From an optimization exercise on the open Yosys and OpenROAD flow, aimed at small area, a short achievable clock period and few clock cycles; shortcuts taken in it are not production practice.
At most, simulation tests tie the RTL to the original design; equivalence was not proved.
Power is estimated from default activity; no workload was simulated.

## current_level_classifier
module current_level_classifier #(
    parameter int MAX_SAMPLES = clc_pkg::MAX_SAMPLES_DEF,
    parameter int TOP_COUNT   = clc_pkg::TOP_COUNT_DEF
) (
    input  logic                              aclk,
    input  logic                              aresetn,
    input  logic                              s_tvalid,
    output logic                              s_tready,
    input  logic [clc_pkg::TDATA_IN_W-1:0]    s_tdata,    
    input  logic                              s_tuser,    
    input  logic                              s_tlast,
    output logic                              m_tvalid,
    input  logic                              m_tready,
    output logic [clc_pkg::TDATA_OUT_W-1:0]   m_tdata,    
    input  logic                              cfg_valid,
    output logic                              cfg_ready,
    input  logic [clc_pkg::CFG_IDX_W-1:0]     cfg_index,
    input  logic [clc_pkg::CUR_W-1:0]         cfg_data
);
Size in the first run: ~140 flip-flops, roughly 52 I/O pins, roughly 0.014 mm² of cells after synthesis.
export LEC_CHECK = 0
export CAP_MARGIN = 20
export CORE_MARGIN = 2
export CORE_UTILIZATION = 40
export SETUP_SLACK_MARGIN = 2.3
export SLEW_MARGIN = 20
create_clock -name core_clock -period 6.5 [get_ports {aclk}]
run.sh (not shown) runs the stock make flow with config.mk's settings and CLKGATE_MAP_FILE= SYNTH_SCRIPT=/design/flow/synth_recipe.tcl, a recipe that flattens the netlist after the stock synthesis.
The starting point went through all stages and came out clean.
Change:
SETUP_SLACK_MARGIN = 2.0   (was 2.3)
Outcome:
- clock skew stays flat
- global-route usage hardly moves
- sequential share of layout area went up by 0.29 points
- sequential power barely changes
- power hardly moves
- count of clock-buffer cells in the layout stays the same
- area after synthesis is unchanged
- setup slack degrades by 0.20 ns
- utilization went down by 0.56 points
- clock power hardly moves
No functional check of the RTL was part of any run of this note.

## alpha
Another version of the RTL of current_level_classifier (not shown whole).
Size: roughly 1,300 cells after synthesis, roughly 140 flip-flops, about 52 I/O pins.
export LEC_CHECK = 0
export CAP_MARGIN = 20
export CORE_MARGIN = 2
export CORE_UTILIZATION = 40
export CTS_BUF_LIST = sky130_fd_sc_hd__clkbuf_8
export SETUP_SLACK_MARGIN = 2.4
export SLEW_MARGIN = 20
create_clock -name core_clock -period 6.5 [get_ports {aclk}]
standard.sh (not shown) runs the stock make flow with config.mk's settings and CLKGATE_MAP_FILE= SYNTH_SCRIPT=/design/flow/synth_recipe.tcl, a recipe that flattens the netlist after the stock synthesis.
==> flow/flow/run.sh <==
#!/bin/bash
set -o pipefail
export BUFFER_PORTS_ARGS="-buffer_cell sky130_fd_sc_hd__buf_1"
bash standard.sh > standard.log 2>&1
Testbench counts of alpha, summed over its fixed seeds: cycles 36,491.
Relative to alpha, the following input files were edited for beta:
Settings: changing SETUP_SLACK_MARGIN from 2.4 to 3.0.
[summary]
alpha ended up with first_reg as its launch point of the critical path; beta ended up with acc_reg[35]. Placed standard-cell area across alpha and beta: no real change. From alpha to beta the numbers moved as follows: fmax went up by 11%, wire length went up by 5.3%, share of power burned in the clock network went up by 1.9 points.
The inputs of gamma differ from those of beta as listed below.
Settings: a change of SETUP_SLACK_MARGIN from 3.0 to 3.15.
### Flow results
- On pre-CTS setup slack: gamma sits above beta.
- Result: PASS for each of beta and gamma
- Final design instance area without fill grows by a few percent when moving from beta to gamma.
- Looking at timing startpoint of the critical path, the acc_reg[35] result is from beta; the first_reg one comes from gamma.
- Summary of gamma over beta: number of cells on the worst reg-to-reg path rose by 1; aggregate global-route resource usage rose by 1.1 points; transition time at the pin with the least slew margin fell by 0.12 ns; share of cell area taken by flip-flops and latches fell by 0.66 points; post-synthesis compound-gate area fraction stayed essentially flat.
- Diff gamma..beta | number of flip-flops and latches | unchanged
- Relative to beta, core utilization has gone up in gamma.
- Looking at worst setup slack across both flows, gamma is the stronger of the two, with beta trailing.
diff inputs: gamma => delta
Settings: SETUP_SLACK_MARGIN: 3.15 -> 3.3.
==> comparison <==
On delta: layout filler cell count is 64 lower than what gamma gave. delta reports a higher data required time of the critical path than gamma does. ~same fraction of area in clock buffers and inverters in gamma and delta. Between gamma and delta, the area after detailed placement is lower for gamma. Area of all placed cells without fillers: delta higher than gamma. gamma -> delta: count of plain and timing-repair buffers in the layout increased by more than 10%.

current_level_classifier, a different RTL version from the one above (not shown whole).
Size: ~1300 cells after synthesis, roughly 140 flip-flops, about 52 I/O pins, ~13000 um2 of cells after synthesis.
Settings: LEC_CHECK=0, CAP_MARGIN=20, CORE_MARGIN=2, CORE_UTILIZATION=40, CTS_BUF_LIST=sky130_fd_sc_hd__clkbuf_8, SETUP_SLACK_MARGIN=2.1, SLEW_MARGIN=20; clock period 6.5 ns.
Scripts as last shown in full above: flow/flow/run.sh
The baseline completed without violations.
Testbench counts at the start, summed over its fixed seeds: cycles 36,491.
Rerun with:
Settings changed: SETUP_SLACK_MARGIN 2.1 to 2.4.
Hold slack degrades by 8.5 ps; clock skew barely changes; critical path depth is unchanged; synthesized cell count is unchanged; clock power is about the same; design area grows by 0.73%; clock-buffer cell count stays the same; global-route usage is about the same; cell count barely changes; synthesized area is unchanged; setup slack improves by 200 ps.

-- what the ideal ports hide --
The flow's constraints put no driver on any port. The routed layouts listed below were extracted and timed again, unchanged, in two steps.
Step 1 assumes that a clkbuf_16 drives the clock port and a buf_2 every other input.
Step 2 moves the port delays by t, midway between the first and last clock arrival at a register: inputs arrive t later, outputs are due t later. That takes back most of the time a late clock gives input paths.
Three values: no drivers, after step 1, after step 2; two values: the first two.
run | shift t [ns] | slack for setup (ns) | latest minus earliest clock arrival (ns) | worst register clock-pin slew, ns | worst slew at a driven data input, ns
the first run of note 1 | 0.499 | 2.465 / 2.465 / 2.465 | 0.011 / 0.011 | 0.07 / 0.07 | 0.06
the second run of note 1 | 0.502 | 2.267 / 2.267 / 2.267 | 0.014 / 0.013 | 0.07 / 0.07 | 0.06
alpha | 0.528 | 2.650 / 2.650 / 2.650 | 0.026 / 0.026 | 0.10 / 0.10 | 0.07
beta | 0.521 | 3.042 / 3.042 / 3.042 | 0.023 / 0.024 | 0.11 / 0.11 | 0.05
gamma | 0.524 | 3.066 / 3.066 / 3.066 | 0.023 / 0.023 | 0.11 / 0.11 | 0.07
delta | 0.526 | 3.136 / 3.136 / 3.136 | 0.019 / 0.018 | 0.10 / 0.10 | 0.05
the first run of note 3 | 0.519 | 2.339 / 2.339 / 2.339 | 0.024 / 0.024 | 0.10 / 0.10 | 0.06
the second run of note 3 | 0.520 | 2.537 / 2.537 / 2.537 | 0.023 / 0.023 | 0.09 / 0.09 | 0.05
After both steps every run listed still meets setup and hold.
